Background: an optimization exercise with open tools, aiming at small area, a short achievable clock period and few clock cycles per item. Do not read the settings as production practice.
Where RTL was checked, it was by simulation tests only, not by an equivalence proof against the original.

==> flow/design.v (excerpt) <==
module wvb_colormap_top (
  input  logic        clk,
  input  logic        rst,
  input  logic        in_valid,
  output logic        in_stall,
  input  logic [15:0] in_ct_ref,
  input  logic [15:0] in_aff_ref,
  input  logic [15:0] in_ct_tar,
  input  logic [15:0] in_aff_tar,
  output logic        out_valid,
  input  logic        out_stall,
  output logic [15:0] out_blend,
  output logic [7:0]  out_red,
  output logic [7:0]  out_green,
  output logic [7:0]  out_blue,
  input  logic        cfg_valid,
  output logic        cfg_ready,
  input  logic [15:0] cfg_data
);
==> flow/config.mk <==
export PLATFORM = sky130hd
export DESIGN_NAME = wvb_colormap_top
export DESIGN_NICKNAME = wvb_colormap_top
export VERILOG_FILES = /design/flow/design.v
export SDC_FILE = /design/flow/constraint.sdc
export NUM_CORES = 4
export LEC_CHECK = 0
export CAP_MARGIN = 20
export CORE_MARGIN = 2
export CORE_UTILIZATION = 50
export CTS_CLUSTER_DIAMETER = 100
export CTS_CLUSTER_SIZE = 20
export PLACE_DENSITY = 0.65
export SETUP_SLACK_MARGIN = 4.5
export SLEW_MARGIN = 20
==> flow/constraint.sdc <==
create_clock -name core_clock -period 8.0 [get_ports {clk}]
set_input_delay 1.6000 -clock core_clock [delete_from_list [all_inputs] [get_ports {clk}]]
set_output_delay 1.6000 -clock core_clock [all_outputs]
set_load 0.01 [all_outputs]
run.sh (not shown) runs the stock make flow with config.mk's settings and CLKGATE_MAP_FILE= SYNTH_SCRIPT=/design/flow/synth_recipe.tcl, a recipe that flattens the netlist after the stock synthesis.
Testbench counts at the start, summed over its fixed seeds: cycles 12,192, items 12,000.
Next try:
--- a/flow/config.mk
+++ b/flow/config.mk
@@ -9,7 +9,7 @@
 export CORE_MARGIN = 2
-export CORE_UTILIZATION = 50
+export CORE_UTILIZATION = 55
 export CTS_CLUSTER_DIAMETER = 100
 export CTS_CLUSTER_SIZE = 20
-export PLACE_DENSITY = 0.65
-export SETUP_SLACK_MARGIN = 4.5
+export PLACE_DENSITY = 0.7
+export SETUP_SLACK_MARGIN = 4.4
 export SLEW_MARGIN = 20
The new run produced a clean layout.
Cell area went down by 0.73%.
Setup slack is better by 0.039 ns.
Sequential cell count is unchanged.
Wire length went down by 1.1%.
First-iteration DRC count went up by 17%.
Via count went up by 0.95%.
Die area went down by 9.0%.
Global-route usage went up by 2.2 points.
Clock skew went up by 0.012 ns.
Next try:
--- a/flow/config.mk
+++ b/flow/config.mk
@@ -13,3 +13,3 @@
 export PLACE_DENSITY = 0.7
-export SETUP_SLACK_MARGIN = 4.4
+export SETUP_SLACK_MARGIN = 4.7
 export SLEW_MARGIN = 20
Non-clock buffer count went up by 268. Wire length went up by 2.9%. Clock skew hardly moves. Cell count went up by 2.1%. Final area went up by 2.5%. Synthesized area stays the same. Critical path depth went down by 1.
Next try:
--- a/flow/config.mk
+++ b/flow/config.mk
@@ -13,3 +13,3 @@
 export PLACE_DENSITY = 0.7
-export SETUP_SLACK_MARGIN = 4.7
+export SETUP_SLACK_MARGIN = 4.5
 export SLEW_MARGIN = 20
Outcome: The new run finished clean. Count of clock-buffer cells in the layout stays the same. Cell area shrinks by about 1.6%. Worst setup slack gains 0.063 ns. Routed wire length shrinks by 2.2%. Die area stays the same. Critical path depth is unchanged. Synthesized cell count is unchanged. Fmax grows by about 1.8%.

== before ==
Another version of the RTL of wvb_colormap_top (not shown whole).
Size: about 2,100 flip-flops, ~130 I/O pins, about 130,000 um2 of cells after synthesis.
make LEC_CHECK=0 ABC_AREA=1 CAP_MARGIN=20 CORE_MARGIN=2 CORE_UTILIZATION=60 CTS_CLUSTER_DIAMETER=100 CTS_CLUSTER_SIZE=20 PLACE_DENSITY=0.72 SETUP_SLACK_MARGIN=4.5 SLEW_MARGIN=20 finish   # period 8.0 ns
before: PASS, flow complete, no timing, DRC or antenna violations
Modified inputs, after compared to before
Settings: removing ABC_AREA (formerly 1); changing PLACE_DENSITY from 0.72 to 0.78; changing CORE_UTILIZATION from 60 to 65.
[summary]
Compare after and before | routed wire length higher: before. Diff before -> after: sum of net half-perimeters after detailed placement fell 22%, slack of the worst reg-to-reg path fell 0.05 ns. On data required time of the critical path, the lower figure sits with after, not before. Sort after and before by netlist area before placement, descending, and before comes first. Compared to before, after has die area 25,000 um2 lower.
No functional check of the RTL was part of any run of this note.

## separate check: timing with driven ports
How much do the figures lean on ideal ports? The routed layouts below were timed once more, with nothing changed but the port constraints.
Step 1, drivers: a clkbuf_16 drives clk and a buf_2 each remaining input, both assumed.
Step 2 moves the port delays by t, midway between the first and last clock arrival at a register: inputs arrive t later, outputs are due t later. That takes back most of the time a late clock gives input paths.
a / b / c = ideal ports / drivers / drivers and shift; a / b = the first two.
run	shift t [ns]	setup WS [ns]	worst hold slack (ns)	worst register clock-pin slew, ns	worst slew at a driven data input, ns
the first run of note 1	0.885	4.349 / 4.349 / 4.174	0.402 / 0.402 / 0.402	0.10 / 0.10	0.05
the second run of note 1	0.861	4.388 / 4.388 / 4.245	0.393 / 0.393 / 0.393	0.10 / 0.10	0.05
the third run of note 1	0.864	4.421 / 4.421 / 4.251	0.402 / 0.402 / 0.402	0.10 / 0.10	0.05
the fourth run of note 1	0.861	4.484 / 4.484 / 4.248	0.394 / 0.394 / 0.394	0.10 / 0.10	0.05
before	0.909	4.567 / 4.530 / 4.503	0.397 / 0.397 / 0.397	0.10 / 0.10	0.08
after	0.891	4.518 / 4.518 / 4.292	0.411 / 0.411 / 0.411	0.10 / 0.10	0.06
After both steps every run listed still meets setup and hold. The setup slack of the fourth run of note 1, which loses most, moves by 0.000 ns with the drivers and by -0.236 ns with both steps.
